What follows belongs to an exercise in optimizing a design on an open flow for small area, a short achievable clock period and few clock cycles per item; a production flow would make more cautious choices.
RTL that was checked went through simulation tests only; none was proved equivalent to the original.
No activity file was given, so power comes from the tool's default toggle rates.

## the previous run
Design array_mul_top, start of the top module:
module array_mul_top (
   input  logic        clk,
   input  logic        arst_n,
   input  logic        in_valid,
   input  logic        para_mode,
   input  logic [15:0] a,
   input  logic [15:0] b,
   output logic        out_valid,
   output logic [31:0] p
);
Size: about 960 cells after synthesis, roughly 240 flip-flops, roughly 69 I/O pins, about 12000 sq um of cells after synthesis.
export LEC_CHECK = 0
export CAP_MARGIN = 20
export CORE_MARGIN = 2
export CORE_UTILIZATION = 40
export CTS_BUF_LIST = sky130_fd_sc_hd__clkbuf_4 sky130_fd_sc_hd__clkbuf_8
export CTS_CLUSTER_SIZE = 20
export SETUP_SLACK_MARGIN = 3.45
export SLEW_MARGIN = 20
export SYNTH_HIERARCHICAL = 1
export SYNTH_MINIMUM_KEEP_SIZE = 0
create_clock -name core_clock -period 6.0 [get_ports {clk}]
standard.sh (not shown) runs the stock make flow with config.mk's settings and CLKGATE_MAP_FILE= SYNTH_SCRIPT=/design/flow/synth_recipe.tcl, a recipe that flattens the netlist after the stock synthesis.
==> flow/flow/run.sh <==
#!/bin/bash
# Own layout flow: the standard flow (standard.sh, unchanged steps) with three changes:
# port buffers of sky130_fd_sc_hd__buf_2, the delay cells (clkdlybuf4s*, dlygate*, dlymetal*)
# added to the platform's don't-use list so that repair uses plain buffers, and CTS without
# dummy loads. make's full output goes to orfs_make.log here; each ORFS step also keeps its
# own log under orfs/logs/.
set -euo pipefail
bash standard.sh "BUFFER_PORTS_ARGS=-buffer_cell sky130_fd_sc_hd__buf_1" \
  "DONT_USE_CELLS=sky130_fd_sc_hd__probe_p_8 sky130_fd_sc_hd__probec_p_8 sky130_fd_sc_hd__lpflow_bleeder_1 sky130_fd_sc_hd__lpflow_clkbufkapwr_1 sky130_fd_sc_hd__lpflow_clkbufkapwr_16 sky130_fd_sc_hd__lpflow_clkbufkapwr_2 sky130_fd_sc_hd__lpflow_clkbufkapwr_4 sky130_fd_sc_hd__lpflow_clkbufkapwr_8 sky130_fd_sc_hd__lpflow_clkinvkapwr_1 sky130_fd_sc_hd__lpflow_clkinvkapwr_16 sky130_fd_sc_hd__lpflow_clkinvkapwr_2 sky130_fd_sc_hd__lpflow_clkinvkapwr_4 sky130_fd_sc_hd__lpflow_clkinvkapwr_8 sky130_fd_sc_hd__lpflow_decapkapwr_12 sky130_fd_sc_hd__lpflow_decapkapwr_3 sky130_fd_sc_hd__lpflow_decapkapwr_4 sky130_fd_sc_hd__lpflow_decapkapwr_6 sky130_fd_sc_hd__lpflow_decapkapwr_8 sky130_fd_sc_hd__lpflow_inputiso0n_1 sky130_fd_sc_hd__lpflow_inputiso0p_1 sky130_fd_sc_hd__lpflow_inputiso1n_1 sky130_fd_sc_hd__lpflow_inputiso1p_1 sky130_fd_sc_hd__lpflow_inputisolatch_1 sky130_fd_sc_hd__lpflow_isobufsrc_1 sky130_fd_sc_hd__lpflow_isobufsrc_16 sky130_fd_sc_hd__lpflow_isobufsrc_2 sky130_fd_sc_hd__lpflow_isobufsrc_4 sky130_fd_sc_hd__lpflow_isobufsrc_8 sky130_fd_sc_hd__lpflow_isobufsrckapwr_16 sky130_fd_sc_hd__lpflow_lsbuf_lh_hl_isowell_tap_1 sky130_fd_sc_hd__lpflow_lsbuf_lh_hl_isowell_tap_2 sky130_fd_sc_hd__lpflow_lsbuf_lh_hl_isowell_tap_4 sky130_fd_sc_hd__lpflow_lsbuf_lh_isowell_4 sky130_fd_sc_hd__lpflow_lsbuf_lh_isowell_tap_1 sky130_fd_sc_hd__lpflow_lsbuf_lh_isowell_tap_2 sky130_fd_sc_hd__lpflow_lsbuf_lh_isowell_tap_4  sky130_fd_sc_hd__clkdlybuf4s15_1 sky130_fd_sc_hd__clkdlybuf4s15_2 sky130_fd_sc_hd__clkdlybuf4s18_1 sky130_fd_sc_hd__clkdlybuf4s18_2 sky130_fd_sc_hd__clkdlybuf4s25_1 sky130_fd_sc_hd__clkdlybuf4s25_2 sky130_fd_sc_hd__clkdlybuf4s50_1 sky130_fd_sc_hd__clkdlybuf4s50_2 sky130_fd_sc_hd__dlygate4sd1_1 sky130_fd_sc_hd__dlygate4sd2_1 sky130_fd_sc_hd__dlygate4sd3_1 sky130_fd_sc_hd__dlymetal6s2s_1 sky130_fd_sc_hd__dlymetal6s4s_1 sky130_fd_sc_hd__dlymetal6s6s_1" \
  "CTS_ARGS=-sink_clustering_enable -repair_clock_nets -dont_use_dummy_load -buf_list {sky130_fd_sc_hd__clkbuf_4 sky130_fd_sc_hd__clkbuf_8} -sink_clustering_size 20" \
  finish > orfs_make.log 2>&1
#### Input delta (the current run over the previous run)
- swapping 3.45 for 3.4 in SETUP_SLACK_MARGIN
Findings:
Looking at shortest period the worst path allows, the current run sits 0.057 ns above the previous run. Row global-route usage: the current run higher / the previous run lower. The previous run has lower total power per unit cell area than the current run. The final area of the previous run and that of the current run are within noise of each other. Compared with the previous run, the current run shows number of global-route vias before repair higher by 113. The current run vs the previous run: area of combinational cells with multiple inputs down. Re power: the current run and the previous run aren't equal, and the higher value belongs to the current run. On met1 demand-to-capacity share in global routing: between the current run and the previous run, it ends up lower for the previous run. The previous run and the current run ended up with roughly the same proportion of final cell area spent on non-clock buffers. The previous run tops out at a higher clock frequency than the current run. On worst endpoint required time, the current run and the previous run are neck and neck.
Function was not checked in any run of this note: the RTL went through the layout flow alone.

---

array_mul_top, a different RTL version from the one above (not shown whole).
Size in the first run: ~890 cells after synthesis, about 160 flip-flops, about 69 I/O pins.
clock: 6.0 ns
lec_check: 0
cap_margin: 20
core_margin: 2
core_utilization: 40
setup_slack_margin: 2.7
slew_margin: 20
synth_hierarchical: 1
synth_minimum_keep_size: 0
run.sh (not shown) runs the stock make flow with config.mk's settings and CLKGATE_MAP_FILE= SYNTH_SCRIPT=/design/flow/synth_recipe.tcl, a recipe that flattens the netlist after the stock synthesis.
Stock flow here: none of the scripts above is used.
Testbench counts at the start, summed over its fixed seeds: cycles 4,008, items 4,000.
Change:
SETUP_SLACK_MARGIN = 3.0   (was 2.7)
What happened: Die area stays the same. Area after synthesis does not change. Routed wire length is higher by 4.4%. Final area is higher by 4.0%. Power is higher by 3.7%. First-iteration DRC count is lower by 1.2%. Setup slack improved by 0.25 ns. Clock-buffer cell count is unchanged.
Change:
CTS_BUF_LIST = sky130_fd_sc_hd__clkbuf_8   (was unset)
CTS_CLUSTER_SIZE = 30   (was unset)
Maximum frequency went down by 3.3%.
Total power went down by 6.8%.
Design area went down by 1.8%.
Die area is unchanged.
Routed wire length went down by 0.95%.
Via count went down by 0.34%.
Sequential power barely changes.
Core utilization went down by 0.85 points.
Final cell count is about the same.
Worst setup slack loses 0.10 ns.
Synthesized area does not change.
Change:
==> flow/flow/run.sh (new file) <==
#!/bin/bash
# Own layout flow: the standard flow (standard.sh, unchanged synthesis and steps), with the
# port buffers that global placement inserts made of sky130_fd_sc_hd__buf_2 instead of the
# cell buffer_ports picks by default. make's full output goes to orfs_make.log here; each
# ORFS step also keeps its own log under orfs/logs/.
set -euo pipefail
bash standard.sh "BUFFER_PORTS_ARGS=-buffer_cell sky130_fd_sc_hd__buf_2" finish > orfs_make.log 2>&1
==> flow/standard.sh (new file) <==
#!/bin/bash
# synth_recipe.tcl (not shown) runs the flow's synth.tcl, then flattens the netlist and writes it again
# the make line also repeats each setting of config.mk as NAME=value (left out here)
make -C /OpenROAD-flow-scripts/flow DESIGN_CONFIG=/design/flow/config.mk WORK_HOME=/design/flow/orfs CLKGATE_MAP_FILE= SYNTH_SCRIPT=/design/flow/synth_recipe.tcl "${@:-finish}"
CTS_BUF_LIST = unset   (was sky130_fd_sc_hd__clkbuf_8)
CTS_CLUSTER_SIZE = unset   (was 30)
SETUP_SLACK_MARGIN = 3.1   (was 3.0)
removed: flow/run.sh
Total power goes up by 8.4%.
Sequential cell count is unchanged.
Clock power came out higher by 35%.
Worst hold slack degrades by 0.0054 ns.
Cell area grows by 4.3%.
Change:
==> flow/run.sh (new file) <==
#!/bin/bash
# synth_recipe.tcl (not shown) runs the flow's synth.tcl, then flattens the netlist and writes it again
# the make line also repeats each setting of config.mk as NAME=value (left out here)
make -C /OpenROAD-flow-scripts/flow DESIGN_CONFIG=/design/flow/config.mk WORK_HOME=/design/flow/orfs CLKGATE_MAP_FILE= SYNTH_SCRIPT=/design/flow/synth_recipe.tcl finish
CTS_BUF_LIST = sky130_fd_sc_hd__clkbuf_4 sky130_fd_sc_hd__clkbuf_8   (was unset)
CTS_CLUSTER_SIZE = 20   (was unset)
SETUP_SLACK_MARGIN = 3.0   (was 3.1)
removed: flow/flow/run.sh
removed: flow/standard.sh
Global-route usage came out lower by 0.16 points.
Total power came out lower by about 8%.
Worst setup slack is worse by 0.12 ns.
Fmax came out lower by about 4%.
Via count came out lower by 2.2%.
Wire length came out lower by about 0.9%.
Die area is unchanged.
Design area came out lower by about 4%.
Area after synthesis stays the same.

---

try-lagoon:
array_mul_top, a different RTL version from the one above (not shown whole).
Size in the first run: roughly 890 cells after synthesis, about 130 flip-flops, about 69 I/O pins.
Design array_mul_top, start of the top module:
module array_mul_top (
   input  logic        clk,
   input  logic        arst_n,
   input  logic        in_valid,
   input  logic        para_mode,
   input  logic [15:0] a,
   input  logic [15:0] b,
   output logic        out_valid,
   output logic [31:0] p
);
Settings: LEC_CHECK=0, CAP_MARGIN=20, CORE_MARGIN=2, CORE_UTILIZATION=40, SETUP_SLACK_MARGIN=2.5, SLEW_MARGIN=20, SYNTH_HIERARCHICAL=1, SYNTH_MINIMUM_KEEP_SIZE=0; clock period 6.0 ns.
Stock flow here: none of the scripts above is used.
Edits applied to the flow inputs when going from try-lagoon to try-raven:
Settings: SETUP_SLACK_MARGIN now 2.8, was 2.5.
### Flow results
The final layout from try-raven, which completed every stage, passed the timing, design-rule and antenna checks at the end of the flow. try-raven against try-lagoon: final cell count shows an increase of 57, maximum frequency rose by about 5%. When try-raven is measured against try-lagoon, its final RePlAce weighted congestion turns out about 5.3% lower. In try-raven the power density over the cells turned out 9.3 nW/um^2 lower than in try-lagoon. On HPWL after detailed placement, try-raven does better than try-lagoon. Going from try-lagoon to try-raven, the final area was found to have gone up by 1200 um^2. | total power | lower: try-lagoon |. Looking at multi-input logic area, try-raven sits above try-lagoon. try-lagoon vs try-raven, worst setup path startpoint: a[3] vs para_mode. From try-lagoon to try-raven the numbers moved as follows: setup slack increased 0.17 ns, sequential share of cell area decreased 2.1 points.
Function was not checked in any run of this note: the RTL went through the layout flow alone.

[static timing again, ports no longer ideal]
In the flow no input, the clock included, has a driving cell. The finished layouts below were timed again as built, in two steps.
Step 1: set_driving_cell puts a clkbuf_16 on clk and a buf_2 on each other input, an assumption about the parent block.
Step 2, shift: input delay + t, output delay - t, t = (earliest + latest rising clock arrival at the registers) / 2. This alone moves slack from input paths to output paths.
a / b / c = ideal ports / drivers / drivers and shift; a / b = the first two.
| run | t, ns | setup WS [ns] | worst setup path after step 2 |
|---|---|---|---|
| the previous run | 0.562 | 3.429 / 3.432 / 2.870 | input to register |
| the current run | 0.560 | 3.372 / 3.372 / 2.887 | input to register |
| the first run of note 2 | 0.476 | 2.756 / 2.783 / 2.308 | input to register |
| the second run of note 2 | 0.481 | 3.009 / 2.981 / 2.540 | input to register |
| the third run of note 2 | 0.504 | 2.909 / 2.865 / 2.539 | input to register |
| the fourth run of note 2 | 0.482 | 3.032 / 2.990 / 2.534 | input to register |
| the fifth run of note 2 | 0.504 | 2.909 / 2.865 / 2.539 | input to register |
| try-lagoon | 0.470 | 2.513 / 2.536 / 2.066 | input to register |
| try-raven | 0.462 | 2.678 / 2.612 / 2.150 | input to register |
After both steps setup and hold are still met in every run listed. For the previous run, which loses most, drivers alone change the setup slack by +0.003 ns; drivers and shift together by -0.559 ns.
